From an optimization exercise on the open Yosys and OpenROAD flow, aimed at a short achievable clock period and few clock cycles; shortcuts taken in it are not production practice. RTL that was checked went through simulation tests only; none was proved equivalent to the original. Power figures rest on the tool's default switching activity, not on a simulated workload.

==> module pwl_sqrt_seg, before the edit <==
module pwl_sqrt_seg (
  input  logic                            clk,
  input  logic                            rst_q,     
  input  logic                            rx_valid,
  input  logic [pwl_pkg::A_W-1:0]         rx_a,
  input  logic signed [pwl_pkg::B_W-1:0]  rx_b,
  input  logic [pwl_pkg::LEN_W-1:0]       rx_lm1,
  input  logic signed [pwl_pkg::R_W-1:0]  rx_uf,
  output logic                            rx_pop,
  output logic                            pc_valid,
  output logic [pwl_pkg::P_W-1:0]         pc_len,
  output logic [pwl_pkg::Y_W-1:0]         pc_y0,
  output logic [pwl_pkg::Y_W-1:0]         pc_y1,
  input  logic                            pc_adv     
);
  localparam int A_W  = pwl_pkg::A_W;
  localparam int B_W  = pwl_pkg::B_W;
  localparam int L_W  = pwl_pkg::LEN_W;
  localparam int U_W  = pwl_pkg::U_W;
  localparam int R_W  = pwl_pkg::R_W;
  localparam int Y_W  = pwl_pkg::Y_W;
  localparam int P_W  = pwl_pkg::P_W;
  localparam int KN   = pwl_pkg::K_MAX + 1;        
  localparam int LAT  = pwl_pkg::ISQRT_LAT;
  logic                  gv;     
  logic signed [R_W-1:0] acc;    
  logic [L_W-1:0]        lm1;    
  logic signed [B_W-1:0] b;
  logic signed [R_W-1:0] uf;     
  logic [KN-1:0] ge;
  logic [KN-1:0] h;
  always_comb begin
    ge[0] = 1'b1;
    for (int j = 1; j < KN; j++)
      ge[j] = !acc[R_W-1] && (acc[U_W-1:0] >> (2 * (j + pwl_pkg::TOL_SHIFT))) != '0;
    for (int j = 0; j < KN - 1; j++)
      h[j] = ge[j] && !ge[j+1];
    h[KN-1] = ge[KN-1];
  end
  logic signed [R_W-1:0] sum  [KN];
  logic [L_W-1:0]        lsub [KN];
  logic [KN-1:0]         fits;   
  logic signed [R_W-1:0] bx;     
  assign bx = b;
  for (genvar j = 0; j < KN; j++) begin : g_cand
    assign sum[j]  = acc + (bx <<< j);
    assign lsub[j] = lm1 - ({{(L_W-1){1'b0}}, 1'b1} << j);
    assign fits[j] = (lm1 >> j) == '0;
  end
  logic signed [R_W-1:0] sumk;
  logic [L_W-1:0]        lsubk;
  logic                  last;
  always_comb begin
    sumk  = '0;
    lsubk = '0;
    for (int j = 0; j < KN; j++) begin
      sumk  = sumk  | (sum[j]  & {R_W{h[j]}});
      lsubk = lsubk | (lsub[j] & {L_W{h[j]}});
    end
    last = |(h & fits);
  end
  logic go;     
  logic take;   
  assign go     = gv && pc_adv;
  assign take   = rx_valid && (!gv || (go && last));
  assign rx_pop = take;
  always_ff @(posedge clk) begin
    if (!rst_q)          gv <= 1'b0;
    else if (take)       gv <= 1'b1;
    else if (go && last) gv <= 1'b0;
  end
  always_ff @(posedge clk) begin
    if (take) begin
      acc <= $signed({{(R_W-A_W){1'b0}}, rx_a});
      lm1 <= rx_lm1;
      uf  <= rx_uf;
    end else if (go) begin
      acc <= sumk;
      lm1 <= lsubk;
    end
  end
  logic signed [B_W-1:0] b_cp;
  always_ff @(posedge clk) begin
    b    <= take ? rx_b : b_cp;
    b_cp <= take ? rx_b : b;
  end
  logic                  p1_v;
  logic signed [R_W-1:0] p1_u0;
  logic signed [R_W-1:0] p1_sum;
  logic signed [R_W-1:0] p1_uf;
  logic                  p1_last;
  logic [KN-1:0]         p1_h;
  logic [P_W-1:0]        p1_lm1;
  always_ff @(posedge clk) begin
    if (!rst_q)      p1_v <= 1'b0;
    else if (pc_adv) p1_v <= gv;
  end
  always_ff @(posedge clk) if (pc_adv) begin
    p1_u0   <= acc;
    p1_sum  <= sumk;
    p1_uf   <= uf;
    p1_last <= last;
    p1_h    <= h;
    p1_lm1  <= lm1[P_W-1:0];   
  end
  logic signed [R_W-1:0] p1_u1;
  logic [U_W-1:0]        u0;
  logic [U_W-1:0]        u1;
  logic [P_W-1:0]        plen;
  assign p1_u1 = p1_last ? p1_uf : p1_sum;
  assign u0    = p1_u0[R_W-1] ? '0 : p1_u0[U_W-1:0];
  assign u1    = p1_u1[R_W-1] ? '0 : p1_u1[U_W-1:0];
  assign plen  = p1_last ? p1_lm1 + 1'b1 : p1_h;
  pwl_isqrt i_sq0 (.clk(clk), .sq_en(pc_adv), .sq_arg(u0), .sq_root(pc_y0));
  pwl_isqrt i_sq1 (.clk(clk), .sq_en(pc_adv), .sq_arg(u1), .sq_root(pc_y1));
  logic           dv [LAT+1];
  logic [P_W-1:0] dl [LAT+1];
  assign dv[0] = p1_v;
  assign dl[0] = plen;
  for (genvar n = 0; n < LAT; n++) begin : g_dly
    always_ff @(posedge clk) begin
      if (!rst_q)      dv[n+1] <= 1'b0;
      else if (pc_adv) dv[n+1] <= dv[n];
    end
    always_ff @(posedge clk) if (pc_adv) dl[n+1] <= dl[n];
  end
  assign pc_valid = dv[LAT];
  assign pc_len   = dl[LAT];
endmodule
clock: 15.0 ns
lec_check: 0
abc_clock_period_in_ps: 4000
cap_margin: 20
core_margin: 2
core_utilization: 55
cts_cluster_diameter: 100
cts_cluster_size: 30
place_density: 0.68
slew_margin: 20
standard.sh (not shown) runs the stock make flow with config.mk's settings and CLKGATE_MAP_FILE= SYNTH_SCRIPT=/design/flow/synth_recipe.tcl, a recipe that flattens the netlist after the stock synthesis.
==> flow/flow/run.sh <==
#!/bin/bash
# The standard layout (standard.sh: the standard flow's synthesis and ORFS from floorplan
# to finish) with the same clock and constraints, but with synthesis mapped for
# a short cycle and timing repair asked to leave more setup slack than the
# 15 ns clock needs, so the layout reaches a shorter period.
set -euo pipefail
bash standard.sh SETUP_SLACK_MARGIN=11 finish > standard.log 2>&1
Rerun with:
--- a/flow/design.v
+++ b/flow/design.v
@@ -318,18 +318,21 @@
   end
   always_ff @(posedge clk) begin
     if (take) begin
-      acc <= $signed({{(R_W-A_W){1'b0}}, rx_a});
       lm1 <= rx_lm1;
       uf  <= rx_uf;
     end else if (go) begin
-      acc <= sumk;
       lm1 <= lsubk;
     end
   end
+  logic signed [R_W-1:0] acc_nx;
+  logic signed [R_W-1:0] acc_cp;
   logic signed [B_W-1:0] b_cp;
+  assign acc_nx = take ? $signed({{(R_W-A_W){1'b0}}, rx_a}) : sumk;
   always_ff @(posedge clk) begin
-    b    <= take ? rx_b : b_cp;
-    b_cp <= take ? rx_b : b;
+    acc    <= (take || go) ? acc_nx : acc_cp;
+    acc_cp <= (take || go) ? acc_nx : acc;
+    b      <= take ? rx_b : b_cp;
+    b_cp   <= take ? rx_b : b;
   end
   logic                  p1_v;
   logic signed [R_W-1:0] p1_u0;
Effect:
- design area grows by about 1%
- critical path depth is unchanged
- worst hold slack gets better by 0.0053 ns
- global-route usage grows by 1.3 points
- setup slack gets better by 0.0041 ns
- combinational power grows by about 2%
- power grows by 2.3%
- clock-buffer cell count is unchanged
- routed wire length grows by about 7.5%
- utilization shrinks by 0.74 points
Testbench counts after the change, summed over its fixed seeds: cycles 13,283.
The RTL of the first run of this note was laid out without a check of its function.

[re-timing with driven ports]
How much do the figures lean on ideal ports? The routed layouts below were timed once more, with nothing changed but the port constraints.
Step 1 sets driving cells, clkbuf_16 on the clock port and buf_2 on the other inputs (assumed; they add their load-dependent delay and slew).
Step 2 adds t to the input delays and takes it off the output delays; t is the mean of the earliest and latest rising clock arrival at the registers after step 1. Input paths then give back, and output paths get back, about the clock's delay inside the block.
Slacks: no drivers / after step 1 / after step 2; pairs: no drivers / after step 1.
run	shift t [ns]	slack for setup (ns)	worst hold slack (ns)	pins driven straight from the clock port
the first run	0.905	10.672 / 10.585 / 10.727	0.321 / 0.321 / 0.321	1
the second run	0.903	10.677 / 10.593 / 10.886	0.326 / 0.326 / 0.326	1
After both steps setup and hold are still met in every run listed.
